Source: an optimization exercise on an open RTL-to-GDS flow (aim: small area and a short achievable clock period). Production flows keep margins and buffers that such runs may drop. The RTL was checked by simulation tests, not by an equivalence proof against the original design.

===== flow/run.sh =====
#!/bin/bash
# synth_recipe.tcl (not shown) runs the flow's synth.tcl, then flattens the netlist and writes it again
# the make line also repeats each setting of config.mk as NAME=value (left out here)
make -C /OpenROAD-flow-scripts/flow DESIGN_CONFIG=/design/flow/config.mk WORK_HOME=/design/flow/orfs CLKGATE_MAP_FILE= SYNTH_SCRIPT=/design/flow/synth_recipe.tcl finish

===== flow/config.mk =====
export PLATFORM = sky130hd
export DESIGN_NAME = viterbi_pmu
export DESIGN_NICKNAME = viterbi_pmu
export VERILOG_FILES = /design/flow/design.v
export SDC_FILE = /design/flow/constraint.sdc
export NUM_CORES = 4
export LEC_CHECK = 0
export ABC_AREA = 1
export ABC_CLOCK_PERIOD_IN_PS = 2700
export CAP_MARGIN = 20
export CORE_MARGIN = 2
export CORE_UTILIZATION = 60
export SETUP_SLACK_MARGIN = 3.5
export SLEW_MARGIN = 20

===== flow/constraint.sdc =====
create_clock -name core_clock -period 6.2 [get_ports {clk}]
set_input_delay 1.2400 -clock core_clock [delete_from_list [all_inputs] [get_ports {clk}]]
set_output_delay 1.2400 -clock core_clock [all_outputs]
set_load 0.01 [all_outputs]

===== flow/design.v =====
`default_nettype none
`timescale 1ns/100ps
module acs_unit (
	input  logic                     run,
	input  logic                     decision,
	input  logic [10-1:0] pm_upper,
	input  logic [10-1:0] pm_lower,
	input  logic [6-1:0] bm_upper,
	input  logic [6-1:0] bm_lower,
	output logic [10-1:0] pm_out
);
	logic [10-1:0] pm_sel;
	logic [6-1:0] bm_sel;
	assign pm_sel = decision ? pm_lower : pm_upper;
	assign bm_sel = decision ? bm_lower : bm_upper;
	assign pm_out = run ? pm_sel + {{(10-6){1'b0}}, bm_sel} : '0;
endmodule
`default_nettype wire
`default_nettype none
module acs_compare (
	input  logic [10-1:0] pm_upper,
	input  logic [10-1:0] pm_lower,
	input  logic [10-1:0] delta,
	output logic                     decision
);
	localparam int W = 10;
	logic [W-1:0] neg_upper;
	logic [W-1:0] s;
	logic [W:0]   k;
	logic [W-2:0] g;
	logic [W-2:0] p;
	logic         c_top;
	assign neg_upper = ~pm_upper;
	always_comb begin
		k[0] = 1'b1;
		for (int i = 0; i < W; i++) begin
			s[i] = pm_lower[i] ^ neg_upper[i] ^ delta[i];
			k[i+1] = (pm_lower[i] & neg_upper[i]) | (pm_lower[i] & delta[i]) | (neg_upper[i] & delta[i]);
		end
		for (int i = 0; i < W-1; i++) begin
			g[i] = s[i] & k[i];
			p[i] = s[i] | k[i];
		end
		c_top = 1'b0;
		for (int i = 0; i < W-1; i++) begin
			c_top = g[i] | (p[i] & c_top);
		end
	end
	assign decision = s[W-1] ^ k[W-1] ^ c_top;
endmodule
`default_nettype wire
`default_nettype none
`timescale 1ns/100ps
module acs_bank (
	input  logic                                       run,
	input  logic [8*6-1:0]                 bm_set,
	input  logic [8*(6+1)-1:0]             bm_delta,
	input  logic [64*10-1:0]   old_metrics,
	input  logic [64-1:0]                 sel,
	output logic [64*10-1:0]   new_metrics,
	output logic [64-1:0]                 decisions
);
	localparam logic [3*32-1:0] BUTTERFLY_LABEL = {
		3'b000, 3'b110, 3'b111, 3'b001, 3'b101, 3'b011, 3'b010, 3'b100,
		3'b010, 3'b100, 3'b101, 3'b011, 3'b111, 3'b001, 3'b000, 3'b110,
		3'b001, 3'b111, 3'b110, 3'b000, 3'b100, 3'b010, 3'b011, 3'b101,
		3'b011, 3'b101, 3'b100, 3'b010, 3'b110, 3'b000, 3'b001, 3'b111
	};
	localparam int DW = 6 + 1;
	logic [8*10-1:0] delta_ext;
	genvar j, l;
	generate
		for (l = 0; l < 8; l++) begin : g_delta
			assign delta_ext[l*10 +: 10] =
				{{(10-DW){bm_delta[l*DW + DW-1]}}, bm_delta[l*DW +: DW]};
		end
		for (j = 0; j < 32; j++) begin : g_bfly
			localparam logic [3-1:0] LBL_DIRECT =
				BUTTERFLY_LABEL[3*(32-1-j) +: 3];
			localparam logic [3-1:0] LBL_CROSS = ~LBL_DIRECT;
			logic [10-1:0] pm_upper;
			logic [10-1:0] pm_lower;
			assign pm_upper = old_metrics[j*10 +: 10];
			assign pm_lower = old_metrics[(j + 32)*10 +: 10];
			acs_compare u_cmp_even (
				.pm_upper (pm_upper),
				.pm_lower (pm_lower),
				.delta    (delta_ext[LBL_DIRECT*10 +: 10]),
				.decision (decisions[2*j])
			);
			acs_compare u_cmp_odd (
				.pm_upper (pm_upper),
				.pm_lower (pm_lower),
				.delta    (delta_ext[LBL_CROSS*10 +: 10]),
				.decision (decisions[2*j + 1])
			);
			acs_unit u_acs_even (
				.run      (run),
				.decision (sel[2*j]),
				.pm_upper (pm_upper),
				.pm_lower (pm_lower),
				.bm_upper (bm_set[LBL_DIRECT*6 +: 6]),
				.bm_lower (bm_set[LBL_CROSS*6 +: 6]),
				.pm_out   (new_metrics[(2*j)*10 +: 10])
			);
			acs_unit u_acs_odd (
				.run      (run),
				.decision (sel[2*j + 1]),
				.pm_upper (pm_upper),
				.pm_lower (pm_lower),
				.bm_upper (bm_set[LBL_CROSS*6 +: 6]),
				.bm_lower (bm_set[LBL_DIRECT*6 +: 6]),
				.pm_out   (new_metrics[(2*j + 1)*10 +: 10])
			);
		end
	endgenerate
endmodule
`default_nettype wire
`default_nettype none
`timescale 1ns/100ps
module path_metric_store (
	input  logic                                     clk,
	input  logic                                     reset_n,
	input  logic [8*6-1:0]               bm_in,
	input  logic [64*10-1:0] new_metrics,
	output logic                                     phase,
	output logic                                     phase_a,
	output logic                                     run,
	output logic [8*6-1:0]               bm_set,
	output logic [8*(6+1)-1:0]           bm_delta,
	output logic [64*10-1:0] old_metrics
);
	always_ff @(posedge clk or negedge reset_n) begin
		if (!reset_n) begin
			phase <= 1'b0;
		end else begin
			phase <= ~phase;
		end
	end
	always_ff @(posedge clk or negedge reset_n) begin
		if (!reset_n) begin
			phase_a <= 1'b1;
		end else begin
			phase_a <= ~phase_a;
		end
	end
	always_ff @(posedge clk or negedge reset_n) begin
		if (!reset_n) begin
			run <= 1'b0;
		end else begin
			run <= 1'b1;
		end
	end
	always_ff @(posedge clk) begin
		if (!phase) begin
			bm_set <= bm_in;
		end
	end
	always_ff @(posedge clk) begin
		if (!phase) begin
			for (int l = 0; l < 8; l++) begin
				bm_delta[l*(6+1) +: 6+1] <=
					{1'b0, bm_in[(7-l)*6 +: 6]} -
					{1'b0, bm_in[l*6 +: 6]};
			end
		end
	end
	always_ff @(posedge clk) begin
		if (!phase) begin
			old_metrics <= new_metrics;
		end
	end
endmodule
`default_nettype wire
`default_nettype none
`timescale 1ns/100ps
module decision_register (
	input  logic                       clk,
	input  logic                       reset_n,
	input  logic                       phase,
	input  logic [64-1:0] decisions,
	output logic [64-1:0] sel_out
);
	always_ff @(posedge clk or negedge reset_n) begin
		if (!reset_n) begin
			sel_out <= '0;
		end else if (phase) begin
			sel_out <= decisions;
		end
	end
endmodule
`default_nettype wire
`default_nettype none
`timescale 1ns/100ps
module viterbi_pmu (
	input  logic                       clk,
	input  logic                       reset_n,
	input  logic [6-1:0]   bm_000,
	input  logic [6-1:0]   bm_001,
	input  logic [6-1:0]   bm_010,
	input  logic [6-1:0]   bm_011,
	input  logic [6-1:0]   bm_100,
	input  logic [6-1:0]   bm_101,
	input  logic [6-1:0]   bm_110,
	input  logic [6-1:0]   bm_111,
	output logic [64-1:0] sel_out,
	output logic                       clk_div2_out
);
	logic [8*6-1:0]                 bm_in;
	logic [8*6-1:0]                 bm_set;
	logic [8*(6+1)-1:0]             bm_delta;
	logic                                       phase;
	logic                                       phase_a;
	logic                                       run;
	logic [64*10-1:0]   old_metrics;
	logic [64*10-1:0]   new_metrics;
	logic [64-1:0]                 decisions;
	assign bm_in = {bm_111, bm_110, bm_101, bm_100, bm_011, bm_010, bm_001, bm_000};
	assign clk_div2_out = phase_a;
	acs_bank u_acs_bank (
		.run         (run),
		.bm_set      (bm_set),
		.bm_delta    (bm_delta),
		.old_metrics (old_metrics),
		.sel         (sel_out),
		.new_metrics (new_metrics),
		.decisions   (decisions)
	);
	path_metric_store u_path_metric_store (
		.clk         (clk),
		.reset_n     (reset_n),
		.bm_in       (bm_in),
		.new_metrics (new_metrics),
		.phase       (phase),
		.phase_a     (phase_a),
		.run         (run),
		.bm_set      (bm_set),
		.bm_delta    (bm_delta),
		.old_metrics (old_metrics)
	);
	decision_register u_decision_register (
		.clk       (clk),
		.reset_n   (reset_n),
		.phase     (phase),
		.decisions (decisions),
		.sel_out   (sel_out)
	);
endmodule
`default_nettype wire

==> reports/results.txt, run 1 <==
The worst setup path is of the reg -> reg kind. For this block, the routed nets add up to 379000 µm of wire. The tools report the net count reported at finish as 13100. Clock skew on the completed layout was measured at 0.0388 ns.

At the placement stage, the worst setup path has a slack of 2.31 ns. For the worst flop-to-flop path, the logic depth is 13. The flop-to-flop setup slack is 3.24 ns, and the via density per instance is 6.27. In this run the deepest clock path goes through 3 buffers.

Ranked by total cell area, the synthesized netlist is headed by sky130_fd_sc_hd__edfxtp_1 26%, sky130_fd_sc_hd__fa_1 15%, sky130_fd_sc_hd__nand2_1 13%. Excluding fillers, the count of instances in the completed layout stands at 14000. The number of nets handed over by synthesis was 12300. The number of global-route vias before repair is 77100.

The tree is rooted in a sky130_fd_sc_hd__clkbuf_16. The placer congestion estimate came out at 1.12. Worst min-delay path category: reg -> reg. After routing, the total negative slack on setup checks comes to 0 ns. The logs give 12900 for the placed instance count and 10300 for the number of filler cells placed in the layout.

Setup repair after global routing could not meet its margin everywhere. Most frequent cell after synthesis: sky130_fd_sc_hd__nand2_1. After global routing the overflow that remains totals 0. The end of the worst register-to-register path is u_path_metric_store.old_metrics[289]. In the synthesized netlist the async set-or-reset flop fraction comes to 8.30%. Critical path data required time: 6.74 ns.

The gate count after technology mapping was 11200; the placed wire-length estimate was 264000 µm. Sorting the synthesized cells by how often they occur yields 2883 x sky130_fd_sc_hd__nand2_1, 2092 x sky130_fd_sc_hd__inv_1, 1430 x sky130_fd_sc_hd__o21ai_0, 861 x sky130_fd_sc_hd__a21oi_1, 740 x sky130_fd_sc_hd__edfxtp_1. The number of I/O port buffers was 114. Final hold analysis gives a worst-case slack of 0.442 ns. The number of max-slew violations in the final report was 0. Global routing used 49.5% of the available tracks. The cell depth of the worst hold path is 1, and the area share of the largest cell type after synthesis is 26.4%. Of all nets on the critical path, the largest fanout is 6.

The routed design could run at a clock period as short as 2.96 ns. In this run the count of I/O pins placed on the die edge is 115. The run gives 87500 as the total number of vias.

After detailed routing, the number of remaining DRC violations is 0. The global-route wire length before repair came out at 508000 µm. The post-placement cell area was 0.0864 mm²; the die width was 378 µm. The post-synthesis average cell area works out to 7.50 µm². The number of hold violations in the final report is 0.

Of the cells placed in the final design, the portion with a size suffix greater than 1 is 21.0%. The area inside the core boundary is 0.139 mm². The hold path startpoint is u_path_metric_store.phase_a. The area added between synthesis and finish works out to 24.5%. The path with the worst hold slack has its endpoint at u_path_metric_store.phase_a.

The data arrival at the endpoint of the critical path was 3.50 ns; the number of setup violations in the final report was 0. Once the floorplan was initialized, standard cells occupied 60.4% of the core. The most common flop cell mapped by yosys was sky130_fd_sc_hd__edfxtp_1. For the die footprint, the log shows 0.143 mm².

In the final routed layout, each cell accounts on average for 27.2 µm. The clock-pin slew reported for the worst setup and hold paths after clock tree synthesis was 0.07 ns; the largest net degree at the start of global routing was 162. The largest total area in the synthesized netlist belongs to sky130_fd_sc_hd__edfxtp_1. The tools report the headroom to the max-slew limit as 26.7%. The detailed router finished its first iteration with 12900 violations.

The H-tree depth was 3; the total clock sinks was 807. The worst setup path is captured at a flip-flop. The TritonCTS buffer count was 99; the maximum operating frequency was 338 MHz. Row generation in the floorplan step produced 137 rows. The mapped netlist covers 0.0841 mm².

Once detail routing completed, the nets flagged for antenna violations numbered 0. In this run the critical register-to-register path is launched from u_decision_register.sel_out[28]. The synthesized design contains 807 register bits. Cell area after layout: 0.105 mm². The kind of start point of the critical path was a flip-flop. The final critical path takes up 47.8% of the cycle. Yosys mapped a number of flops with a built-in enable equal to 740. The logs give 0.74 ns for the clock latency on the worst-skew pair and 3.24 ns for the final worst setup slack.

The flow ran to the end and the layout has no timing, DRC or antenna violations. TritonCTS built the clock tree. The synthesized netlist contains 34 unique library cells. The actual transition at the worst max-transition pin was 1.10 ns; the share of the core filled with cells was 75.1%.

Max-cap violations in this run came to 0. The fraction of the yosys area taken by sequential cells was 28.4%; the floorplan die height was 378 µm. The number of antenna violations at the first check in global routing was 35. Yosys printed 3 warnings.

The pre-antenna-repair detailed-routing pass consisted of 10 iterations.
## worst max-delay path by stage
stage	start	slack, ns	end	cells past startpoint
2_1_floorplan	u_path_metric_store.phase	3.49	u_path_metric_store.bm_delta[0]	2
3_3_place_gp	u_path_metric_store.bm_delta[20]	2.32	u_decision_register.sel_out[47]	11
3_5_place_dp	u_path_metric_store.bm_delta[20]	2.31	u_decision_register.sel_out[47]	11
4_1_cts	u_decision_register.sel_out[32]	3.10	sel_out[32]	2
5_1_grt	u_decision_register.sel_out[28]	3.23	u_path_metric_store.old_metrics[289]	14
6_report	u_decision_register.sel_out[28]	3.24	u_path_metric_store.old_metrics[289]	13
## layer usage
layer	wire (µm)	share of wire, %	global-route usage (%)	up-vias
met3	64400	17	19.4	1867
met1	129000	34	63.3	40800
met4	37500	9.9	36.9	31
met5	282	0.074	0	-
met2	148000	39	67.3	6846
li1	-	-	-	37900
## cells in the final DEF (no fill, tap or decap), types with 60 or more instances in the layout
cell type                       n
sky130_fd_sc_hd__o21ai_0      883
sky130_fd_sc_hd__buf_12       122
sky130_fd_sc_hd__o21ai_4       73
sky130_fd_sc_hd__nor2_1       353
sky130_fd_sc_hd__inv_1       1972
sky130_fd_sc_hd__o31ai_1       62
sky130_fd_sc_hd__fa_1         569
sky130_fd_sc_hd__clkbuf_16    118
sky130_fd_sc_hd__o2111ai_1     61
sky130_fd_sc_hd__clkinvlp_4    94
sky130_fd_sc_hd__nand3_1      223
sky130_fd_sc_hd__buf_4        687
sky130_fd_sc_hd__o21ai_1      336
sky130_fd_sc_hd__xor2_1       101
sky130_fd_sc_hd__nand2_1     2831
sky130_fd_sc_hd__o21a_1        60
sky130_fd_sc_hd__ha_1         332
sky130_fd_sc_hd__edfxtp_1     740
sky130_fd_sc_hd__o21ai_2      341
sky130_fd_sc_hd__xnor2_1       94
sky130_fd_sc_hd__a21oi_2      188
sky130_fd_sc_hd__o22ai_1      110
sky130_fd_sc_hd__or2_2         90
sky130_fd_sc_hd__nor3_2       140
sky130_fd_sc_hd__a21oi_1      641
sky130_fd_sc_hd__buf_6        108
## registers in the layout, summed over array words and instances, names as in the netlist
register	count
u_path_metric_store.old_metrics	640
u_decision_register.sel_out	64
u_path_metric_store.bm_delta	52
u_path_metric_store.bm_set	48
u_path_metric_store.phase	1
u_path_metric_store.phase_a	1
u_path_metric_store.run	1
## kinds of logic (layout without fill, tap and decap cells)
logic type      count (synthesis)  count (layout)  synth area share (%)
simple gates                 3791            3791                  18.2
other cells                     1              10               0.00446
compound gates               2881            2881                  18.3
fa+ha+maj                    1048            1048                  21.1
buf+inv                      2485            3346                  12.0
flops                         807             807                  28.4
xor+xnor                      195             195                  2.03
## layout make-up
class | instances | area, µm² | area share [%]
flip-flops and latches | 807 | 24100 | 23.0
multi-input cells | 7916 | 55500 | 53.0
clock buffers | 119 | 2560 | 2.45
inverters | 2092 | 8180 | 7.82
repair buffers | 1067 | 11200 | 10.7
clock inverters | 65 | 830 | 0.793
repair inverters | 3 | 22.5 | 0.0215
diodes | 9 | 22.5 | 0.0215
well taps | 1876 | 2350 | 2.24
## worst max-delay path, cell delays in order, from the launching register on
cell and delay [ns]:
sky130_fd_sc_hd__dfrtp_4 0.52, sky130_fd_sc_hd__buf_4 0.18, sky130_fd_sc_hd__buf_4 0.14, sky130_fd_sc_hd__o21ai_2 0.28, sky130_fd_sc_hd__ha_1 0.33, sky130_fd_sc_hd__a21oi_1 0.26, sky130_fd_sc_hd__o21ai_2 0.12, sky130_fd_sc_hd__a21oi_2 0.16
sky130_fd_sc_hd__nor2_1 0.08, sky130_fd_sc_hd__o21ai_2 0.19, sky130_fd_sc_hd__nor2_1 0.10, sky130_fd_sc_hd__nand2_1 0.09, sky130_fd_sc_hd__nor2_2 0.06, sky130_fd_sc_hd__nor2_4 0.24
## timing repair
action                                   CTS  global route
pin swaps                                 79           426
resized for setup                       1293          1263
endpoints found under the setup margin   744           555
endpoints found under the hold margin      0             0
hold buffers                               0             0
gates cloned                              25            20
setup buffers                            374           431
==> inputs of run 2 (changes only) <==
--- a/flow/config.mk
+++ b/flow/config.mk
@@ -7,4 +7,3 @@
 export LEC_CHECK = 0
-export ABC_AREA = 1
-export ABC_CLOCK_PERIOD_IN_PS = 2700
+export ABC_CLOCK_PERIOD_IN_PS = 3000
 export CAP_MARGIN = 20
@@ -12,3 +11,3 @@
 export CORE_UTILIZATION = 60
-export SETUP_SLACK_MARGIN = 3.5
+export SETUP_SLACK_MARGIN = 3.2
 export SLEW_MARGIN = 20
==> run 2 against run 1 <==
Sequential cell count is the same. Critical path depth shrank 10. Via count shrank 23%. Critical endpoint is now u_path_metric_store.old_metrics[24]. Largest cell class unchanged.
==> reports/results.txt, run 2 <==
The flow ran to the end and the layout has no timing, DRC or antenna violations. STA classifies the critical path endpoint as a flip-flop. The count of cells along the worst register-to-register path works out to 3 (-10). The critical path is of the reg -> reg type. Post-layout minimum cycle time: 3.28 ns (+0.316 ns). In this run the clock root is driven by a sky130_fd_sc_hd__clkbuf_16. Remaining antenna violation count: 0 (unchanged).

The number of flip-flops and latches in the synthesized netlist works out to 807 (unchanged). The tools report the number of setup violations in the final report as 0 (unchanged). The biggest area consumer among synthesized cells is sky130_fd_sc_hd__edfxtp_1. Global-route wire length before repair: 439000 µm (-14%). The tools report the H-tree depth as 3 (unchanged). The clock-pin slew reported for the worst setup and hold paths after clock tree synthesis is 0.06 ns (about the same). TritonCTS built the clock tree. Total number of vias: 67100 (-23%).

Data arrival at the endpoint of the critical path: 3.66 ns (+0.16 ns). Leaving out fill and tap cells, the most frequent cell in the layout is sky130_fd_sc_hd__inv_1. Number of I/O port buffers: 114 (unchanged).

The logs give 1.04 (-7.3%) for the placer congestion estimate and 60.5% (+0.13 points) for the effective utilization at floorplan. The tools report the final clock skew as 0.0491 ns (+0.0103 ns). The die width is 371 µm (-2.0%). The number of distinct standard cells referenced by the synthesized netlist was 62 (+82%).

The flip-flop count of the largest register, all copies and words added works out to 640 (unchanged). The layout cell share with drive strength beyond 1 was 23.0% (+2.0 points); the number of hold violations in the final report was 0 (unchanged). For hold timing, the worst endpoint is u_path_metric_store.phase_a. The run gives 0 (unchanged) as the DRC violations left. The via density per instance is 6.59 (+5.2%). The average wire per cell in the routed design is 31.0 µm (+14%). The tools report the wire length reported by the detailed router as 315000 µm (-17%). The worst setup path is launched from a flip-flop. The most common cell in the synthesized netlist is sky130_fd_sc_hd__inv_1. The floorplan die height came out at 371 µm (-2.0%).

More flip-flops sit in one register than any other, and that register is u_path_metric_store.old_metrics. The post-synth design cell area is 0.0808 mm² (-3.9%), and the largest driver fanout on the critical path is 131 (+125). For the final-layout setup total negative slack, the log shows 0 ns (unchanged). The tools report the launch instance of the worst register-to-register path as u_path_metric_store.run. Placed wire-length estimate: 222000 µm (-16%). The largest registers in the layout are u_path_metric_store.old_metrics x640, u_decision_register.sel_out x64, u_path_metric_store.bm_delta x52. The logs give 0 (unchanged) for the total congestion overflow and 2.92 ns (-0.32 ns) for the flop-to-flop setup slack. The area inside the core boundary is 0.134 mm² (-4.1%). The maximum operating frequency was 305 MHz (-9.7%); the proportion of register bits with asynchronous set or reset after synthesis was 8.30% (unchanged). The worst hold path begins at u_path_metric_store.phase_a. The number of warning messages in the yosys log is 3 (unchanged). The placement row count is 134 (-2.2%). The net count after synthesis is 9024 (-27%), and the number of maximum-capacitance violations is 0 (unchanged). The actual transition at the worst max-transition pin was 1.15 ns (+0.0534 ns); the fraction of the yosys area taken by sequential cells was 29.6% (+1.2 points). The headroom to the max-slew limit was 22.6% (-4.1 points); the gate count after technology mapping was 7926 (-29%). For the net count reported at finish, the log shows 9429 (-28%).

In the layout the commonest cells are 925 x sky130_fd_sc_hd__inv_1, 740 x sky130_fd_sc_hd__edfxtp_1, 603 x sky130_fd_sc_hd__fa_1, 581 x sky130_fd_sc_hd__mux2_2, 457 x sky130_fd_sc_hd__nor2_1. The largest net degree at the start of global routing came out at 142 (-12%). The area share of the largest cell type after synthesis is 27.5% (+1.1 points). Ranked by instance count, the synthesized netlist is headed by 970 x sky130_fd_sc_hd__inv_1, 740 x sky130_fd_sc_hd__edfxtp_1, 616 x sky130_fd_sc_hd__fa_1, 590 x sky130_fd_sc_hd__mux2_2, 478 x sky130_fd_sc_hd__nor2_1. The run gives 97 (-2.0%) as the TritonCTS buffer count. The run gives 44.9% (-4.6 points) as the combined global-route utilization of all metal layers. The clock latency on the worst-skew pair is 0.75 ns (about the same). The die footprint was 0.138 mm² (-3.9%); the buffer levels on the longest clock path was 3 (unchanged). The number of antenna violations at the first check in global routing came out at 28 (-20%).

For this run, the leading register cell type out of synthesis is sky130_fd_sc_hd__edfxtp_1. The tools report the number of max-slew violations in the final report as 0 (unchanged).

In the post-synthesis netlist, the biggest area contributors are sky130_fd_sc_hd__edfxtp_1 27%, sky130_fd_sc_hd__fa_1 15%, sky130_fd_sc_hd__mux2_2 8.2%. The cts-stage hold buffer count came out at 0 (unchanged).

Setup repair after global routing could not meet its margin everywhere. The cell depth of the worst hold path was 1 (unchanged). Compared with the post-synthesis result, the final layout area differs by 16.5%. The starting DRC count in detailed routing came out at 8315 (-36%). The worst min-delay path category was reg -> reg. The share of the cycle needed by the critical path after routing is 52.9% (+5.1 points). The count of flip-flops with a built-in enable after synthesis works out to 740 (unchanged).

The endpoint identified for the worst register-to-register timing path is u_path_metric_store.old_metrics[24]. The detailed-routing iteration count for the pre-antenna-repair pass is 9 (-1), and the total I/O pin count is 115 (unchanged). The tools report the number of global-route vias before repair as 63300 (-18%). The total clock sinks was 807 (unchanged); the post-synthesis average cell area was 10.2 µm² (+36%).

Critical path data required time: 6.58 ns (-0.16 ns). The worst hold slack across all endpoints is 0.433 ns (-0.00882 ns).
[run 2: cell types whose count changed in the layout (fill, tap and decap cells not counted), moves of 188 or more]
cell                      delta
sky130_fd_sc_hd__a21oi_1   -368
sky130_fd_sc_hd__buf_4     -258
sky130_fd_sc_hd__inv_1    -1047
sky130_fd_sc_hd__mux2_2    +581
sky130_fd_sc_hd__mux2i_1   +363
sky130_fd_sc_hd__nand2_1  -2480
sky130_fd_sc_hd__nand3_1   -188
sky130_fd_sc_hd__nor3_1    +214
sky130_fd_sc_hd__o21ai_0   -682
sky130_fd_sc_hd__o21ai_1   -225
sky130_fd_sc_hd__o21ai_2   -300
sky130_fd_sc_hd__xnor2_1   +192
[run 2: layout make-up]
cell class	instances	area (µm²)
antenna	6	15.0
clock buffer	116	2550
clock inverter	63	758
fill	9924	39500
inverter	971	3810
multi-input combinational	5802	54600
sequential	807	24100
tap	1768	2210
timing repair buffer	646	6060
timing repair inverter	6	45.0
[run 2: worst max path at each step]
stage | depth (start not counted) | startpoint | endpoint | slack, ns
3_5_place_dp | 8 | u_path_metric_store.bm_delta[13] | u_decision_register.sel_out[26] | 1.99
3_3_place_gp | 8 | u_path_metric_store.bm_delta[13] | u_decision_register.sel_out[6] | 2.08
5_1_grt | 11 | u_decision_register.sel_out[38] | u_path_metric_store.old_metrics[388] | 3.03
4_1_cts | 12 | u_path_metric_store.bm_set[36] | u_path_metric_store.old_metrics[268] | 3.08
2_1_floorplan | 9 | u_path_metric_store.bm_delta[6] | u_decision_register.sel_out[38] | 3.17
6_report | 3 | u_path_metric_store.run | u_path_metric_store.old_metrics[24] | 2.92
[run 2: through the flow]
step / setup slack [ns] / area (µm²) / std cells / utilization, %
after floorplan: 3.17 / 81100 / 7926 / -
after global placement: 2.08 / 83500 / 9557 / 62.5
after detailed placement: 1.99 / 83600 / 9559 / 62.5
after CTS: 3.08 / 91200 / 10100 / 68.2
after global routing: 3.03 / 94200 / 10200 / 70.5
final: 2.92 / 94200 / 10200 / 70.5
[run 2: logic make-up after synthesis]
family | count (synthesis) | synth area share (%)
AND/OR/NAND/NOR | 1642 | 9.80
AO/OA/AOI/OAI | 1502 | 12.1
buffers and inverters | 1317 | 6.42
adder cells (fa/ha/maj) | 1149 | 23.2
multiplexers | 1038 | 13.8
flip-flops | 807 | 29.6
XOR/XNOR | 470 | 5.09
other | 1 | 0.00464
[run 2: per-layer routing]
layer / global-route usage (%) / vias to the layer above / wire length (µm)
li1: - / 28600 / -
met2: 61.6 / 4279 / 127000
met4: 22.9 / 18 / 19700
met5: 0 / - / 113
met1: 62.5 / 33400 / 123000
met3: 15.8 / 885 / 45800
[run 2: critical path: stages (launching register included)]
cell	delay (ns)
sky130_fd_sc_hd__dfrtp_4	0.76
sky130_fd_sc_hd__inv_8	0.29
sky130_fd_sc_hd__buf_12	0.48
sky130_fd_sc_hd__nor3_1	1.00
[run 2: timing repair]
item / 4_1_cts / 5_1_grt
pin swaps: 73 / 209
setup endpoints to repair: 465 / 280
buffers inserted: 345 / 88
gates resized for setup: 500 / 650
endpoints found under the hold margin: 0 / 0
gates cloned: 7 / 1
==> inputs of run 3 (changes only) <==
--- a/flow/config.mk
+++ b/flow/config.mk
@@ -7,2 +7,3 @@
 export LEC_CHECK = 0
+export ABC_AREA = 1
 export ABC_CLOCK_PERIOD_IN_PS = 3000
==> run 3 against run 2 <==
Now fails the layout checks on slew limit. Worst setup slack improved by 0.077 ns. Critical path depth down 1. Clock skew up 0.0068 ns. Sequential cell count did not move. Largest cell class unchanged.
==> reports/results.txt, run 3 <==
The post-synthesis adder-cell area fraction was 21.1% (-2.1 points). The flip-flop count of the largest register, all copies and words added was 640 (unchanged); the post-layout minimum cycle time was 3.20 ns (-0.0769 ns). In this run the worst setup path terminates at u_path_metric_store.old_metrics[289]. The flop-to-flop setup slack is 3.00 ns (+0.08 ns). The mux contribution to synthesized area is 0% (-14 points). The register with the most flip-flops in the final layout is u_path_metric_store.old_metrics. The startpoint identified for the worst register-to-register timing path is u_path_metric_store.phase. The largest family of logic cells by synthesized area is adder cells.

The tools report the cts-stage hold buffer count as 0 (unchanged). The logs give 13 (+13) for the number of max-slew violations in the final report and 164 (+15%) for the largest net degree at the start of global routing. The startpoint identified for the worst hold timing path is u_path_metric_store.phase_a. The worst min-delay path category was reg -> reg. Layout cell share with drive strength beyond 1: 7.87% (-15 points). The largest driver fanout on the critical path was 155 (+18%). The post-synth design cell area was 0.0841 mm² (+4.1%). The top cell types in the final layout, fill and taps aside, are 2883 x sky130_fd_sc_hd__nand2_1, 2054 x sky130_fd_sc_hd__inv_1, 1252 x sky130_fd_sc_hd__o21ai_0, 813 x sky130_fd_sc_hd__a21oi_1, 740 x sky130_fd_sc_hd__edfxtp_1.

The setup path with the least slack is of type reg -> reg. The actual transition at the worst max-transition pin was 1.51 ns (+0.358 ns). Average wire per cell in the routed design: 26.3 µm (-15%). Ranked by instance count, the synthesized netlist is headed by 2883 x sky130_fd_sc_hd__nand2_1, 2092 x sky130_fd_sc_hd__inv_1, 1430 x sky130_fd_sc_hd__o21ai_0, 861 x sky130_fd_sc_hd__a21oi_1, 740 x sky130_fd_sc_hd__edfxtp_1.

In the post-synthesis netlist, the cell with the most instances is sky130_fd_sc_hd__nand2_1. The logs give 48.1% (+3.2 points) for the combined global-route utilization of all metal layers and 0.0559 ns (+0.00680 ns) for the final clock skew. For the maximum operating frequency, the log shows 312 MHz (+2.4%).

The count of flip-flops with a built-in enable after synthesis is 740 (unchanged), and the number of flip-flops and latches in the synthesized netlist is 807 (unchanged). Final-layout setup total negative slack: 0 ns (unchanged). The logs give 12300 (+36%) for the net count after synthesis and 807 (unchanged) for the total clock sinks.

In the final layout, the registers with the most flip-flops are u_path_metric_store.old_metrics x640, u_decision_register.sel_out x64, u_path_metric_store.bm_delta x52. The total congestion overflow is 0 (unchanged). The most common flop cell mapped by yosys was sky130_fd_sc_hd__edfxtp_1. Number of warning messages in the yosys log: 3 (unchanged). The area inside the core boundary was 0.139 mm² (+4.3%); the buffer levels on the longest clock path was 3 (unchanged).

The share of the cycle needed by the critical path after routing is 51.6% (-1.2 points). The run gives 73700 (+16%) as the number of global-route vias before repair. The placement row count is 137 (+2.2%).

The tools report the H-tree depth as 3 (unchanged). The placed wire-length estimate was 265000 µm (+20%). Count of cells along the worst register-to-register path: 2 (-1).

The tools report the clock latency on the worst-skew pair as 0.79 ns (+0.04 ns). The run finished, with violations left. The number of hold violations in the final report was 0 (unchanged); the headroom to the max-slew limit was -0.695% (-23 points). The post-synthesis xor/xnor area fraction is 2.03% (-3.1 points), and the die width is 378 µm (+2.0%).

The gate count after technology mapping was 11200 (+41%); the compound-cell area share of the yosys netlist was 18.3% (+6.2 points). DRC violations left: 0 (unchanged). Total number of vias: 80900 (+21%). Sorting the synthesized cells by area gives the leading types as sky130_fd_sc_hd__edfxtp_1 26%, sky130_fd_sc_hd__fa_1 15%, sky130_fd_sc_hd__nand2_1 13%.

Remaining antenna violation count: 0 (unchanged). The logs give 0.143 mm² (+4.0%) for the die footprint and 115 (unchanged) for the total I/O pin count. The number of I/O port buffers works out to 114 (unchanged). TritonCTS built the clock tree. Wire length reported by the detailed router: 349000 µm (+11%). The fraction of the yosys area taken by sequential cells was 28.4% (-1.2 points). For the detailed-routing iteration count for the pre-antenna-repair pass, the log shows 12 (+3). STA classifies the critical path startpoint as a flip-flop. The cell area after layout was 0.0924 mm² (-1.9%); the number of distinct standard cells referenced by the synthesized netlist was 34 (-45%). The simple-gate portion of the synthesized area was 18.2% (+8.4 points); the post-synthesis average cell area was 7.50 µm² (-26%). Leaving out fill and tap cells, the most frequent cell in the layout is sky130_fd_sc_hd__nand2_1. The clock-pin slew reported for the worst setup and hold paths after clock tree synthesis is 0.06 ns (about the same). The proportion of register bits with asynchronous set or reset after synthesis was 8.30% (unchanged).

The critical path data required time is 6.34 ns (-0.24 ns), and the number of antenna violations at the first check in global routing is 34 (+21%). The starting DRC count in detailed routing came out at 11700 (+41%). The area share of the largest cell type after synthesis was 26.4% (-1.1 points). The net count reported at finish is 12400 (+32%). Clock root buffer: sky130_fd_sc_hd__clkbuf_16.

The via density per instance works out to 6.09 (-7.6%). The effective utilization at floorplan came out at 60.4% (-0.13 points). Setup repair after global routing could not meet its margin everywhere. The floorplan die height was 378 µm (+2.0%). Origin of the worst setup path: u_path_metric_store.phase.

The number of maximum-capacitance violations was 0 (unchanged). The TritonCTS buffer count came out at 102 (+5.2%). The data arrival at the endpoint of the critical path is 3.34 ns (-0.32 ns), and the area added between synthesis and finish is 9.85%. The post-placement cell area is 0.0860 mm² (+3.0%), and the global-route wire length before repair is 492000 µm (+12%). A clean result was blocked by slew limit.

The biggest area consumer among synthesized cells is sky130_fd_sc_hd__edfxtp_1. The number of setup violations in the final report was 0 (unchanged). The placer congestion estimate is 1.08 (+3.8%).

In this run the critical register-to-register path is captured at u_path_metric_store.old_metrics[289]. The worst setup path is captured at a flip-flop.
-- run 3: worst min path at each step --
stage,cells past startpoint,end
5_1_grt,1,u_path_metric_store.phase_a
2_1_floorplan,1,u_path_metric_store.phase_a
3_5_place_dp,1,u_path_metric_store.phase_a
3_3_place_gp,1,u_path_metric_store.phase_a
4_1_cts,1,u_path_metric_store.phase_a
6_report,1,u_path_metric_store.phase_a
-- run 3: final cells by class --
class / count / area (µm²)
antenna: 11 / 27.5
fill: 11900 / 47000
clock inverter: 76 / 837
inverter: 2092 / 7980
multi-input combinational: 7916 / 50900
clock buffer: 117 / 2650
tap: 1876 / 2350
timing repair buffer: 389 / 3600
sequential: 807 / 24100
-- run 3: logic make-up (layout without fill, tap and decap cells) --
logic type | Yosys count | count (layout)
AND/OR/NAND/NOR | 3791 | 3791
AO/OA/AOI/OAI | 2881 | 2881
buffers and inverters | 2485 | 2674
adder cells (fa/ha/maj) | 1048 | 1048
flip-flops | 807 | 807
XOR/XNOR | 195 | 195
other | 1 | 12
-- run 3: per-layer routing --
layer | track usage [%] | share of wire (%) | vias to the layer above
met2 | 66.5 | 39 | 5377
met3 | 18.2 | 15 | 1307
met4 | 34.8 | 9.2 | 28
met5 | 0 | 0.054 | -
li1 | - | - | 36500
met1 | 61.4 | 36 | 37700
-- run 3: what timing repair did --
item,4_1_cts,5_1_grt
endpoints found under the hold margin,0,0
setup buffers,96,101
setup endpoints to repair,337,295
pin swaps,0,13
resized for setup,329,336
cloned,3,0
-- run 3: through the flow --
| stage | instances | setup slack, ns | hold WS (ns) | util [%] |
|---|---|---|---|---|
| after detailed placement | 12900 | 2.68 | 0.429 | 61.7 |
| after global placement | 12900 | 2.63 | 0.422 | 61.7 |
| final | 13300 | 3.00 | 0.437 | 66.3 |
| after CTS | 13200 | 2.95 | 0.441 | 65.2 |
| after global routing | 13300 | 3.06 | 0.458 | 66.3 |
| after floorplan | 11200 | 3.37 | 0.441 | - |
-- run 3: critical path, stage by stage (launching register included) --
cell and delay, ns:
sky130_fd_sc_hd__dfrtp_4 1.00, sky130_fd_sc_hd__clkinv_8 0.62, sky130_fd_sc_hd__buf_12 0.38
==> inputs of run 4 (changes only) <==
--- a/flow/design.v
+++ b/flow/design.v
@@ -181,4 +181,10 @@
 	input  logic [64-1:0] decisions,
-	output logic [64-1:0] sel_out
-);
+	output logic [64-1:0] sel_out,
+	output logic [64-1:0] sel_int
+);
+	always_ff @(posedge clk) begin
+		if (phase) begin
+			sel_int <= decisions;
+		end
+	end
 	always_ff @(posedge clk or negedge reset_n) begin
@@ -217,2 +223,3 @@
 	logic [64-1:0]                 decisions;
+	logic [64-1:0]                 sel_int;
 	assign bm_in = {bm_111, bm_110, bm_101, bm_100, bm_011, bm_010, bm_001, bm_000};
@@ -224,3 +231,3 @@
 		.old_metrics (old_metrics),
-		.sel         (sel_out),
+		.sel         (sel_int),
 		.new_metrics (new_metrics),
@@ -245,3 +252,4 @@
 		.decisions (decisions),
-		.sel_out   (sel_out)
+		.sel_out   (sel_out),
+		.sel_int   (sel_int)
 	);
--- a/flow/config.mk
+++ b/flow/config.mk
@@ -7,3 +7,2 @@
 export LEC_CHECK = 0
-export ABC_AREA = 1
 export ABC_CLOCK_PERIOD_IN_PS = 3000
==> run 4 against run 3 <==
Highest routed layer unchanged. Routed wire length is 6.6% lower. Synthesized area is 0.16% higher. Core utilization is 4.2 points higher. Largest cell class unchanged. The run now finishes clean. Sequential share of layout area is 0.24 points higher. Sequential cell count is 64 higher. Clock-buffer cell count is 9 higher.
==> reports/results.txt, run 4 <==
The die width was 379 µm (about the same). The H-tree depth was 3 (unchanged). TritonCTS built the clock tree. The total congestion overflow came out at 0 (unchanged). The tools report the gate count after technology mapping as 8349 (-26%). The tools report the placement row count as 137 (unchanged). Setup repair after global routing could not meet its margin everywhere. The largest driver fanout on the critical path is 4 (-97%). The worst setup path is of the reg -> reg kind. For the combined global-route utilization of all metal layers, the log shows 44.7% (-3.4 points). Tracing the worst setup path back leads to its startpoint at u_decision_register.sel_int[43]. The library cell used most frequently in the layout, excluding fill and tap cells, is sky130_fd_sc_hd__inv_1.

For the final clock skew, the log shows 0.0466 ns (-0.00928 ns). The number of hold violations in the final report is 0 (unchanged), and the cell area after layout is 0.0983 mm² (+6.4%). The net count reported at finish is 10000 (-19%), and the count of flip-flops with a built-in enable after synthesis is 804 (+8.6%). Proportion of register bits with asynchronous set or reset after synthesis: 7.69% (-0.61 points).

The tools report the critical path data required time as 6.71 ns (+0.37 ns). The largest family of logic cells by synthesized area is adder cells. For the minimum setup slack after placement, the log shows 2.06 ns (-0.622 ns). The total I/O pin count was 115 (unchanged). Effective utilization at floorplan: 60.4% (+0.097 points).

The buffer levels on the longest clock path came out at 3 (unchanged). The die footprint is 0.143 mm² (+0.16%). The logs give 67000 (-9.0%) for the number of global-route vias before repair and 3.09 ns (+0.0866 ns) for the final worst setup slack.

The wire length reported by the detailed router was 326000 µm (-6.6%). The layout cell share with drive strength beyond 1 is 22.5% (+15 points). The tools report the flop-to-flop setup slack as 3.09 ns (+0.09 ns).

The number of warning messages in the yosys log is 3 (unchanged). The mux contribution to synthesized area was 12.8% (+13 points); the remaining antenna violation count was 0 (unchanged). The post-layout minimum cycle time works out to 3.11 ns (-0.0866 ns). The logs give 9447 (-23%) for the net count after synthesis and 0 (-13) for the number of max-slew violations in the final report.

For the headroom to the max-slew limit, the log shows 19.7% (+20 points). Global-route wire length before repair: 457000 µm (-7.1%). The largest net degree at the start of global routing is 147 (-10%), and the detailed-routing iteration count for the pre-antenna-repair pass is 9 (-3). The share of the cycle needed by the critical path after routing was 50.2% (-1.4 points). The total number of vias came out at 71500 (-12%). The area inside the core boundary is 0.139 mm² (unchanged).

The tools report the post-placement cell area as 0.0878 mm² (+2.1%). The actual transition at the worst max-transition pin works out to 1.20 ns (-0.306 ns). The area share of the largest cell type after synthesis was 28.7% (+2.2 points); the number of maximum-capacitance violations was 0 (unchanged). The average wire per cell in the routed design was 29.9 µm (+14%). The kind of start point of the critical path is a flip-flop. The post-synthesis average cell area is 10.1 µm² (+34%), and the TritonCTS buffer count is 109 (+6.9%). More flip-flops sit in one register than any other, and that register is u_path_metric_store.old_metrics. The number of antenna violations at the first check in global routing was 42 (+24%); the number of filler cells placed in the layout was 10500 (-12%). The compound-cell area share of the yosys netlist works out to 14.0% (-4.3 points). The most used flip-flop cell after synthesis is sky130_fd_sc_hd__edfxtp_1. The number of setup violations in the final report came out at 0 (unchanged).

The final-layout setup total negative slack came out at 0 ns (unchanged). The maximum operating frequency was 321 MHz (+2.8%); the number of flip-flops and latches in the synthesized netlist was 871 (+7.9%). Area added between synthesis and finish: 16.7%.

The post-synthesis adder-cell area fraction is 22.1% (+0.98 points). For the number of distinct standard cells referenced by the synthesized netlist, the log shows 65 (+91%). The floorplan die height is 379 µm (about the same), and the share of the core filled with cells is 70.5% (+4.2 points). The post-synthesis xor/xnor area fraction works out to 4.58% (+2.6 points). The simple-gate portion of the synthesized area was 10.2% (-7.9 points).

Sorting the synthesized cells by area gives the leading types as sky130_fd_sc_hd__edfxtp_1 29%, sky130_fd_sc_hd__fa_1 15%, sky130_fd_sc_hd__mux2_2 9.7%. The worst min-delay path category is reg -> reg. In the final layout, the registers with the most flip-flops are u_path_metric_store.old_metrics x640, u_decision_register.sel_int x64, u_decision_register.sel_out x64. The number of I/O port buffers is 114 (unchanged). The worst register-to-register path ends at u_path_metric_store.old_metrics[437]. The most common cell in the synthesized netlist is sky130_fd_sc_hd__inv_1. The post-synth design cell area is 0.0842 mm² (+0.16%), and the DRC violations left is 0 (unchanged).

The clock-pin slew reported for the worst setup and hold paths after clock tree synthesis was 0.06 ns (about the same). The worst setup path is captured at a flip-flop. The logs give 9142 (-22%) for the starting DRC count in detailed routing and 232000 µm (-12%) for the placed wire-length estimate.

The via density per instance is 6.56 (+7.8%). The clock latency on the worst-skew pair was 0.77 ns (-0.02 ns). The startpoint identified for the worst register-to-register timing path is u_decision_register.sel_int[43]. The flip-flop count of the largest register, all copies and words added is 640 (unchanged). The flow ran to the end and the layout has no timing, DRC or antenna violations.

The total clock sinks is 871 (+7.9%). The clock root buffer is sky130_fd_sc_hd__clkbuf_16. The data arrival at the endpoint of the critical path was 3.62 ns (+0.28 ns).

Biggest area consumer among synthesized cells: sky130_fd_sc_hd__edfxtp_1. The count of cells along the worst register-to-register path came out at 11 (+9). Counting instances in the post-synthesis netlist gives the leading cell types as 991 x sky130_fd_sc_hd__inv_1, 804 x sky130_fd_sc_hd__edfxtp_1, 725 x sky130_fd_sc_hd__mux2_2, 616 x sky130_fd_sc_hd__fa_1, 606 x sky130_fd_sc_hd__a21oi_1.

The placer congestion estimate is 1.02 (-5.7%). The fraction of the yosys area taken by sequential cells came out at 30.7% (+2.2 points). In the layout the commonest cells are 954 x sky130_fd_sc_hd__inv_1, 804 x sky130_fd_sc_hd__edfxtp_1, 722 x sky130_fd_sc_hd__mux2_2, 609 x sky130_fd_sc_hd__fa_1, 523 x sky130_fd_sc_hd__buf_4. Critical path endpoint: u_path_metric_store.old_metrics[437].
[run 4: changes by cell type after synthesis, moves of 255 or more]
cell,delta
sky130_fd_sc_hd__nand2_1,-2550
sky130_fd_sc_hd__o21ai_0,-929
sky130_fd_sc_hd__inv_1,-1101
sky130_fd_sc_hd__mux2_2,+725
sky130_fd_sc_hd__mux2i_1,+263
sky130_fd_sc_hd__a21oi_1,-255
[run 4: worst max-delay path, stage by stage, from the launching register on]
cell and delay, ns:
sky130_fd_sc_hd__edfxtp_1 0.40, sky130_fd_sc_hd__buf_4 0.19, sky130_fd_sc_hd__mux2i_2 0.37, sky130_fd_sc_hd__inv_1 0.09, sky130_fd_sc_hd__ha_1 0.29, sky130_fd_sc_hd__a21o_1 0.18, sky130_fd_sc_hd__a21oi_1 0.23, sky130_fd_sc_hd__o21ai_0 0.11
sky130_fd_sc_hd__a21oi_1 0.23, sky130_fd_sc_hd__o21ai_0 0.22, sky130_fd_sc_hd__nand3_1 0.13, sky130_fd_sc_hd__nor3b_2 0.43
[run 4: per-stage QoR]
stage | cells | hold WS (ns)
2_1_floorplan | 8349 | 0.441
3_3_place_gp | 10200 | 0.421
3_5_place_dp | 10200 | 0.432
4_1_cts | 10700 | 0.444
5_1_grt | 10900 | 0.484
6_report | 10900 | 0.473
[run 4: how the worst min path moves through the flow]
stage	start	end	slack (ns)	depth (start not counted)
6_report	u_path_metric_store.phase_a	u_path_metric_store.phase_a	0.47	1
5_1_grt	u_path_metric_store.phase_a	u_path_metric_store.phase_a	0.48	1
4_1_cts	u_path_metric_store.phase_a	u_path_metric_store.phase_a	0.44	1
3_5_place_dp	u_path_metric_store.phase_a	u_path_metric_store.phase_a	0.43	1
3_3_place_gp	u_path_metric_store.phase_a	u_path_metric_store.phase_a	0.42	1
2_1_floorplan	u_path_metric_store.phase_a	u_path_metric_store.phase_a	0.44	1
[run 4: final cells by class]
class	count	area (µm²)	share of cell area [%]
flip-flops and latches	871	25900	26.3
repair inverters	4	30.0	0.0305
well taps	1876	2350	2.39
multi-input cells	6208	55700	56.7
clock inverters	82	1020	1.04
diodes	14	35.0	0.0356
clock buffers	126	2860	2.91
inverters	992	3880	3.94
repair buffers	723	6540	6.65
[run 4: per-layer routing]
layer  part of all wire, %  vias to the layer above  track usage [%]
li1                      -                    30900                -
met1                    39                    35000             61.8
met2                    39                     4686             59.6
met3                    16                      924             18.1
met4                   6.1                       26             23.4
met5                 0.048                        -                0
[run 4: kinds of logic after synthesis]
group | Yosys count
other cells | 1
compound gates | 1916
mux | 988
simple gates | 1729
fa+ha+maj | 1133
xor+xnor | 441
buf+inv | 1270
flops | 871
[run 4: what timing repair did]
action,4_1_cts,5_1_grt
resized for setup,256,555
setup endpoints to repair,453,327
setup buffers,328,155
hold buffers,0,0
cloned,4,0
pin swaps,23,146
==> inputs of run 5 (changes only) <==
--- a/flow/config.mk
+++ b/flow/config.mk
@@ -7,2 +7,3 @@
 export LEC_CHECK = 0
+export ABC_AREA = 1
 export ABC_CLOCK_PERIOD_IN_PS = 3000
==> run 5 against run 4 <==
Critical path depth is the same. Worst hold slack worse by 0.029 ns. Routed wire length rose by 1.9%.
==> reports/results.txt, run 5 <==
In the post-synthesis netlist, the biggest area contributors are sky130_fd_sc_hd__edfxtp_1 29%, sky130_fd_sc_hd__fa_1 15%, sky130_fd_sc_hd__nand2_1 11%. The most common flop cell mapped by yosys was sky130_fd_sc_hd__edfxtp_1. The worst min-delay path category is reg -> reg. The fraction of the yosys area taken by sequential cells is 30.7% (+0.055 points), and the die width is 378 µm (about the same). The effective utilization at floorplan came out at 60.3% (-0.11 points). The run gives 20.2% (+0.53 points) as the headroom to the max-slew limit. The flip-flop count of the largest register, all copies and words added was 640 (unchanged). The logs give 327 MHz (+2.0%) for the maximum operating frequency and 71200 (+6.2%) for the number of global-route vias before repair. The final-layout setup total negative slack is 0 ns (unchanged), and the detailed-routing iteration count for the pre-antenna-repair pass is 6 (-3). The average wire per cell in the routed design was 26.0 µm (-13%). The tools report the placed wire-length estimate as 249000 µm (+7.2%). The post-synth design cell area is 0.0841 mm² (-0.18%), and the total congestion overflow is 0 (unchanged). The run gives 0 (unchanged) as the number of hold violations in the final report. The critical path data required time is 6.72 ns (about the same).

The proportion of register bits with asynchronous set or reset after synthesis is 7.69% (unchanged), and the number of setup violations in the final report is 0 (unchanged). The register with the most flip-flops was u_path_metric_store.old_metrics. The die footprint is 0.143 mm² (-0.18%).

Number of max-slew violations in the final report: 0 (unchanged). The global-route wire length before repair was 467000 µm (+2.3%). The share of the core filled with cells was 67.5% (-3.0 points); the data arrival at the endpoint of the critical path was 3.57 ns (-0.05 ns). Sorting the synthesized cells by how often they occur yields 2372 x sky130_fd_sc_hd__nand2_1, 1802 x sky130_fd_sc_hd__inv_1, 1287 x sky130_fd_sc_hd__o21ai_0, 804 x sky130_fd_sc_hd__edfxtp_1, 626 x sky130_fd_sc_hd__a21oi_1. The net count reported at finish is 11900 (+19%). The number of buffers and inverters on the critical path works out to 3 (+1).

Among the stages of the critical path, the cell type that occurs most often is sky130_fd_sc_hd__nor2_2. The number of antenna violations at the first check in global routing came out at 26 (-38%). The library cell used most frequently in the layout, excluding fill and tap cells, is sky130_fd_sc_hd__nand2_1. The buffer levels on the longest clock path was 3 (unchanged); the floorplan die height was 378 µm (about the same). For the DRC violations left, the log shows 0 (unchanged). The number of flip-flops and latches in the synthesized netlist works out to 871 (unchanged). The tools report the placement row count as 137 (unchanged).

TritonCTS built the clock tree. The via density per instance was 6.03 (-8.1%); the number of warning messages in the yosys log was 3 (unchanged). The post-synthesis average cell area came out at 7.98 µm² (-21%).

Setup repair after global routing could not meet its margin everywhere. The largest individual stage delay along the critical path comes from the cell sky130_fd_sc_hd__clkinvlp_4. Placer congestion estimate: 1.06 (+4.3%). Walking the worst path, the cells encountered are buf_4 > clkinvlp_4 > o21ai_0 > ha_1 > inv_1 > nor2_2 > o21ai_2 > nor2_2 > nand2_1 > o21ai_1 > a21oi_4. The number of maximum-capacitance violations came out at 0 (unchanged).

The net count after synthesis is 11600 (+23%). The worst setup path is of the reg -> reg kind. The count of flip-flops with a built-in enable after synthesis was 804 (unchanged). Layout cell share with drive strength beyond 1: 10.4% (-12 points).

Clock-pin slew reported for the worst setup and hold paths after clock tree synthesis: 0.06 ns (about the same). The largest registers in the layout are u_path_metric_store.old_metrics x640, u_decision_register.sel_int x64, u_decision_register.sel_out x64. The tools report the cell area after layout as 0.0941 mm² (-4.3%).

Relative to the synthesized area, the layout overhead comes to 11.9%. The run gives 0.139 mm² (unchanged) as the area inside the core boundary. For the clock latency on the worst-skew pair, the log shows 0.76 ns (about the same). The final clock skew is 0.0356 ns (-0.0110 ns).

The total clock sinks was 871 (unchanged). Number of I/O port buffers: 114 (unchanged). The worst setup path is launched from a flip-flop. Family with the most delay on the worst path: buffers and inverters. Critical path's largest stage delay: 0.56 ns (+0.13 ns).

Biggest area consumer among synthesized cells: sky130_fd_sc_hd__edfxtp_1. H-tree depth: 3 (unchanged). The gate count after technology mapping is 10500 (+26%). The TritonCTS buffer count was 101 (-7.3%); the largest driver fanout on the critical path was 9 (+5). The starting DRC count in detailed routing is 8948 (-2.1%), and the post-layout minimum cycle time is 3.05 ns (-0.0614 ns). The tools report the largest net degree at the start of global routing as 138 (-6.1%).

In this run the clock root is driven by a sky130_fd_sc_hd__clkbuf_16. The logs give 115 (unchanged) for the total I/O pin count and 43 (-34%) for the number of distinct standard cells referenced by the synthesized netlist. The tools report the number of filler cells placed in the layout as 11600 (+10%). For the wire length reported by the detailed router, the log shows 332000 µm (+1.9%). Post-placement cell area: 0.0868 mm² (-1.1%). The actual transition at the worst max-transition pin is 1.18 ns (-0.0205 ns), and the area share of the largest cell type after synthesis is 28.7% (+0.052 points). The total number of vias is 77100 (+7.8%), and the remaining antenna violation count is 0 (unchanged). The worst setup path is captured at a flip-flop. The combined global-route utilization of all metal layers is 45.8% (+1.1 points).

sky130_fd_sc_hd__nand2_1 is the most common cell in the netlist. The run finished with no timing, DRC or antenna violations. The share of the cycle needed by the critical path after routing is 49.3% (-0.99 points). Leaving out fill and tap cells, the most frequent cells in the layout are 2372 x sky130_fd_sc_hd__nand2_1, 1740 x sky130_fd_sc_hd__inv_1, 1179 x sky130_fd_sc_hd__o21ai_0, 804 x sky130_fd_sc_hd__edfxtp_1, 610 x sky130_fd_sc_hd__fa_1.
[run 5: final timing paths]
check	from	endpoint	slack [ns]	cells past startpoint
hold / removal	u_path_metric_store.phase_a	u_path_metric_store.phase_a	0.44	1
setup / recovery	u_path_metric_store.bm_set[11]	u_path_metric_store.old_metrics[69]	3.15	11
hold reg to reg	u_path_metric_store.phase_a	u_path_metric_store.phase_a	0.44	1
setup reg to reg	u_path_metric_store.bm_set[11]	u_path_metric_store.old_metrics[69]	3.15	11
max in group asynchronous	reset_n	u_decision_register.sel_out[52]	4.17	2
min in group asynchronous	reset_n	u_decision_register.sel_out[58]	0.53	1
[run 5: layer usage]
metal  vias up  global-route usage [%]  share of wire [%]
li1      34900                       -                  -
met1     36400                    55.6                 35
met2      4543                    68.3                 42
met3      1224                    9.86                 11
met4        24                    42.0                 11
met5         -                       0              0.044
[run 5: area by class of cell]
| type | instances | area, µm² | area share (%) |
|---|---|---|---|
| well taps | 1876 | 2350 | 2.49 |
| repair buffers | 488 | 4910 | 5.22 |
| inverters | 1804 | 6980 | 7.41 |
| diodes | 12 | 30.0 | 0.0319 |
| repair inverters | 2 | 15.0 | 0.0160 |
| clock buffers | 122 | 2700 | 2.87 |
| flip-flops and latches | 871 | 25800 | 27.5 |
| clock inverters | 69 | 681 | 0.723 |
| multi-input cells | 7538 | 50600 | 53.8 |
[run 5: logic make-up (layout without fill, tap and decap cells)]
kind of cell	Yosys count	after routing	synth area share (%)
and+or+nand+nor	3588	3588	17.8
adders and majority gates	1048	1048	21.1
AOI/OAI and AO/OA	2646	2646	18.0
xor gates and xnor gates	255	255	2.66
DFF	871	871	30.7
other	1	13	0.00446
buffers and inverters	2133	2485	9.69
[run 5: through the flow]
step | setup slack (ns) | hold slack (ns) | std cells
floorplan | 2.91 | 0.441 | 10500
global placement | 2.12 | 0.421 | 12300
detailed placement | 2.14 | 0.426 | 12300
CTS | 3.14 | 0.439 | 12600
global route | 3.05 | 0.461 | 12800
finish | 3.15 | 0.444 | 12800
[run 5: repair_timing]
item | in CTS | in global routing
endpoints found under the setup margin | 321 | 283
resized for setup | 125 | 197
setup buffers | 128 | 174
hold buffers | 0 | 0
pin swaps | 0 | 25
gates cloned | 2 | 0
==> inputs of run 6 (changes only) <==
--- a/flow/config.mk
+++ b/flow/config.mk
@@ -11,3 +11,3 @@
 export CORE_MARGIN = 2
-export CORE_UTILIZATION = 60
+export CORE_UTILIZATION = 50
 export SETUP_SLACK_MARGIN = 3.2
==> run 6 against run 5 <==
First-iteration DRC count shrank 8.2%. Largest cell class unchanged. Maximum frequency grew 1.4%. Die area grew 20%. Highest routed layer unchanged. Critical endpoint is now u_path_metric_store.old_metrics[147]. Core utilization shrank 11 points. Still clean on timing, DRC and antenna. Sequential share of layout area shrank 0.25 points.
==> reports/results.txt, run 6 <==
The type of destination of the critical path was a flip-flop. The run finished with no timing, DRC or antenna violations. The post-synthesis average cell area was 7.98 µm² (unchanged). Category of the most critical setup path: reg -> reg. The post-synth design cell area is 0.0841 mm² (unchanged). The most common flop cell mapped by yosys was sky130_fd_sc_hd__edfxtp_1. The total I/O pin count came out at 115 (unchanged).

The number of setup violations in the final report was 0 (unchanged); the number of I/O port buffers was 114 (unchanged). The run gives 13100 (+2.7%) as the filler-free cell count of the finished design. The number of distinct standard cells referenced by the synthesized netlist is 43 (unchanged), and the global-route wire length before repair is 487000 µm (+4.3%). Worst min-delay path category: reg -> reg. The placed wire-length estimate came out at 264000 µm (+6.0%). The total clock sinks is 871 (unchanged), and the actual transition at the worst max-transition pin is 1.20 ns (+0.0176 ns). The run gives 332 MHz (+1.4%) as the maximum operating frequency. Setup repair after global routing could not meet its margin everywhere. Number of flip-flops and latches in the synthesized netlist: 871 (unchanged). The master of the slowest instance on the critical path was sky130_fd_sc_hd__a21oi_2. The tools report the area of all sequential standard cells as 0.0258 mm² (about the same). Kind of start point of the critical path: a flip-flop. The average wire per cell in the routed design came out at 26.6 µm (+2.3%). sky130_fd_sc_hd__nand2_1 is the most common cell in the netlist. Net count after synthesis: 11600 (unchanged). DRC violations left: 0 (unchanged).

For the TritonCTS buffer count, the log shows 109 (+7.9%). Ranked by instance count, the synthesized netlist is headed by 2372 x sky130_fd_sc_hd__nand2_1, 1802 x sky130_fd_sc_hd__inv_1, 1287 x sky130_fd_sc_hd__o21ai_0, 804 x sky130_fd_sc_hd__edfxtp_1, 626 x sky130_fd_sc_hd__a21oi_1. The die width is 414 µm (+9.4%).

The placed instance count was 12600 (+3.0%); the headroom to the max-slew limit was 19.8% (-0.43 points). The flip-flop count of the largest register, all copies and words added is 640 (unchanged), and the number of maximum-capacitance violations is 0 (unchanged). The floorplan die height is 414 µm (+9.4%). The tools report the remaining antenna violation count as 0 (unchanged). Post-layout minimum cycle time: 3.01 ns (-0.0416 ns).

The most frequent standard cell in the layout excluding fill and tap cells was sky130_fd_sc_hd__nand2_1. Placer congestion estimate: 1.03 (-3.4%). The tools report the total congestion overflow as 0 (unchanged). By instance count, the cell type seen most on the critical path is sky130_fd_sc_hd__o21ai_0. The run gives 7 (+1) as the detailed-routing iteration count for the pre-antenna-repair pass. The area growth from synthesis to layout is 12.9%. The number of antenna violations at the first check in global routing is 26 (unchanged), and the worst hold slack across all endpoints is 0.434 ns (-0.00915 ns).

The share of the cycle needed by the critical path after routing was 48.6% (-0.67 points); the layout cell share with drive strength beyond 1 was 10.6% (+0.17 points). In the layout the commonest cells are 2371 x sky130_fd_sc_hd__nand2_1, 1745 x sky130_fd_sc_hd__inv_1, 1198 x sky130_fd_sc_hd__o21ai_0, 804 x sky130_fd_sc_hd__edfxtp_1, 612 x sky130_fd_sc_hd__fa_1. For the data arrival at the endpoint of the critical path, the log shows 3.54 ns (-0.03 ns). The proportion of register bits with asynchronous set or reset after synthesis is 7.69% (unchanged), and the number of warning messages in the yosys log is 3 (unchanged). Register with the most flip-flops: u_path_metric_store.old_metrics.

Number of max-slew violations in the final report: 0 (unchanged). The wire length reported by the detailed router came out at 349000 µm (+5.0%). The run gives 3 (unchanged) as the buffer levels on the longest clock path. Multi-input gate area in the final layout: 0.0506 mm² (about the same). The run gives 0 (unchanged) as the cts-stage hold buffer count.

The critical path's largest stage delay works out to 0.41 ns (-0.15 ns). The cell family contributing the most delay on the critical path is compound AO/OA/AOI/OAI gates. TritonCTS built the clock tree.

The starting DRC count in detailed routing was 8218 (-8.2%). Placement row count: 150 (+9.5%). The final-layout setup total negative slack came out at 0 ns (unchanged).

In the final layout, the registers with the most flip-flops are u_path_metric_store.old_metrics x640, u_decision_register.sel_int x64, u_decision_register.sel_out x64. The combined global-route utilization of all metal layers is 39.9% (-6.0 points). The logs give 50.3% (-10 points) for the effective utilization at floorplan and 10500 (unchanged) for the gate count after technology mapping. The largest driver fanout on the critical path was 9 (unchanged); the number of hold violations in the final report was 0 (unchanged). The number of buffers and inverters on the critical path came out at 3 (unchanged). For the fraction of the yosys area taken by sequential cells, the log shows 30.7% (unchanged). Walking the worst path, the cells encountered are buf_6 > inv_1 > buf_8 > o21ai_0 > ha_1 > nand2_1 > o21ai_1 > nor2_1 > nor2_2 > o21ai_2 > o21ai_0 > a21oi_2.

Via density per instance: 5.73 (-4.9%). For the largest net degree at the start of global routing, the log shows 150 (+8.7%). The final clock skew is 0.0661 ns (+0.0305 ns). The area share of the largest cell type after synthesis came out at 28.7% (unchanged). Biggest area consumer among synthesized cells: sky130_fd_sc_hd__edfxtp_1. The critical path data required time was 6.73 ns (about the same). Ranked by total cell area, the synthesized netlist is headed by sky130_fd_sc_hd__edfxtp_1 29%, sky130_fd_sc_hd__fa_1 15%, sky130_fd_sc_hd__nand2_1 11%. The area inside the core boundary is 0.167 mm² (+20%), and the number of filler cells placed in the layout is 15400 (+33%). The count of flip-flops with a built-in enable after synthesis was 804 (unchanged); the net count reported at finish was 11900 (+0.034%). The run gives 0.171 mm² (+20%) as the die footprint. The tools report the clock root buffer as sky130_fd_sc_hd__clkbuf_16. The number of global-route vias before repair is 69100 (-3.0%), and the H-tree depth is 3 (unchanged).

The clock-pin slew reported for the worst setup and hold paths after clock tree synthesis is 0.06 ns (about the same). The clock latency on the worst-skew pair was 0.80 ns (+0.04 ns). The total number of vias was 75200 (-2.4%).
[run 6: cell type report]
cell class / count / area share [%]
multi-input cells: 7538 / 53.3
well taps: 2204 / 2.90
repair buffers: 486 / 5.28
clock inverters: 85 / 1.02
diodes: 13 / 0.0343
inverters: 1804 / 7.32
clock buffers: 122 / 2.95
flip-flops and latches: 871 / 27.2
[run 6: layer usage]
metal	share of wire, %	track usage [%]	vias to the layer above	wire length [µm]
met3	8.9	7.36	772	31000
met1	38	50.6	36000	134000
met2	44	61.8	3438	155000
li1	-	-	34900	-
met5	0.041	0	-	144
met4	8.3	27.7	16	29000
[run 6: path summary, 6_finish.rpt]
kind / from / end / slack [ns] / cells after the start
max in group asynchronous: reset_n / u_decision_register.sel_out[53] / 4.72 / 2
worst min register to register: u_path_metric_store.phase_a / u_path_metric_store.phase_a / 0.43 / 1
worst max-delay path: u_path_metric_store.bm_set[27] / u_path_metric_store.old_metrics[147] / 3.19 / 12
worst max register to register: u_path_metric_store.bm_set[27] / u_path_metric_store.old_metrics[147] / 3.19 / 12
min in group asynchronous: reset_n / u_decision_register.sel_out[63] / 0.54 / 1
worst min-delay path: u_path_metric_store.phase_a / u_path_metric_store.phase_a / 0.43 / 1
[run 6: kinds of logic (layout without fill, tap and decap cells)]
family,after synthesis,in the layout,synth area share [%]
DFF,871,871,30.7
xor gates and xnor gates,255,255,2.66
buffers and inverters,2133,2497,9.69
other,1,14,0.00446
and+or+nand+nor,3588,3588,17.8
AOI/OAI and AO/OA,2646,2646,18.0
adders and majority gates,1048,1048,21.1
[run 6: per-stage QoR]
stage          cell area [µm²]  utilization [%]  setup slack [ns]
6_report                 95000             56.9              3.19
2_1_floorplan            84100                -              2.91
5_1_grt                  94900             56.8              3.04
3_3_place_gp             87500             52.4              2.27
4_1_cts                  92700             55.5              2.97
3_5_place_dp             87600             52.5              2.29
[run 6: repair_timing]
item,CTS,global route
pin swaps,2,17
endpoints found under the setup margin,276,248
gates resized for setup,145,170
buffers inserted,104,160

==> static timing again, ports no longer ideal <==
How much do the figures lean on ideal ports? The routed layouts below were timed once more, with nothing changed but the port constraints.
Step 1 assumes that a clkbuf_16 drives the clock port and a buf_2 every other input.
Step 2 adds t to the input delays and takes it off the output delays; t is the mean of the earliest and latest rising clock arrival at the registers after step 1. Input paths then give back, and output paths get back, about the clock's delay inside the block.
Three values: no drivers, after step 1, after step 2; two values: the first two.
run | t (ns) | setup slack, ns | hold WS [ns] | worst setup path after step 2 | worst slew at a driven data input, ns
run 1 | 0.818 | 3.238 / 3.238 / 2.723 | 0.442 / 0.442 / 0.442 | input to register | 0.12
run 2 | 0.807 | 2.922 / 2.922 / 2.692 | 0.433 / 0.433 / 0.433 | input to register | 0.04
run 3 | 0.850 | 2.998 / 2.998 / 2.634 | 0.437 / 0.437 / 0.437 | input to register | 0.11
run 4 | 0.831 | 3.085 / 3.085 / 2.674 | 0.473 / 0.473 / 0.473 | input to register | 0.05
run 5 | 0.826 | 3.146 / 3.146 / 2.571 | 0.444 / 0.444 / 0.444 | input to register | 0.04
run 6 | 0.859 | 3.188 / 3.158 / 2.605 | 0.434 / 0.434 / 0.434 | input to register | 0.06
The setup slack of run 6, which loses most, moves by -0.030 ns with the drivers and by -0.583 ns with both steps.
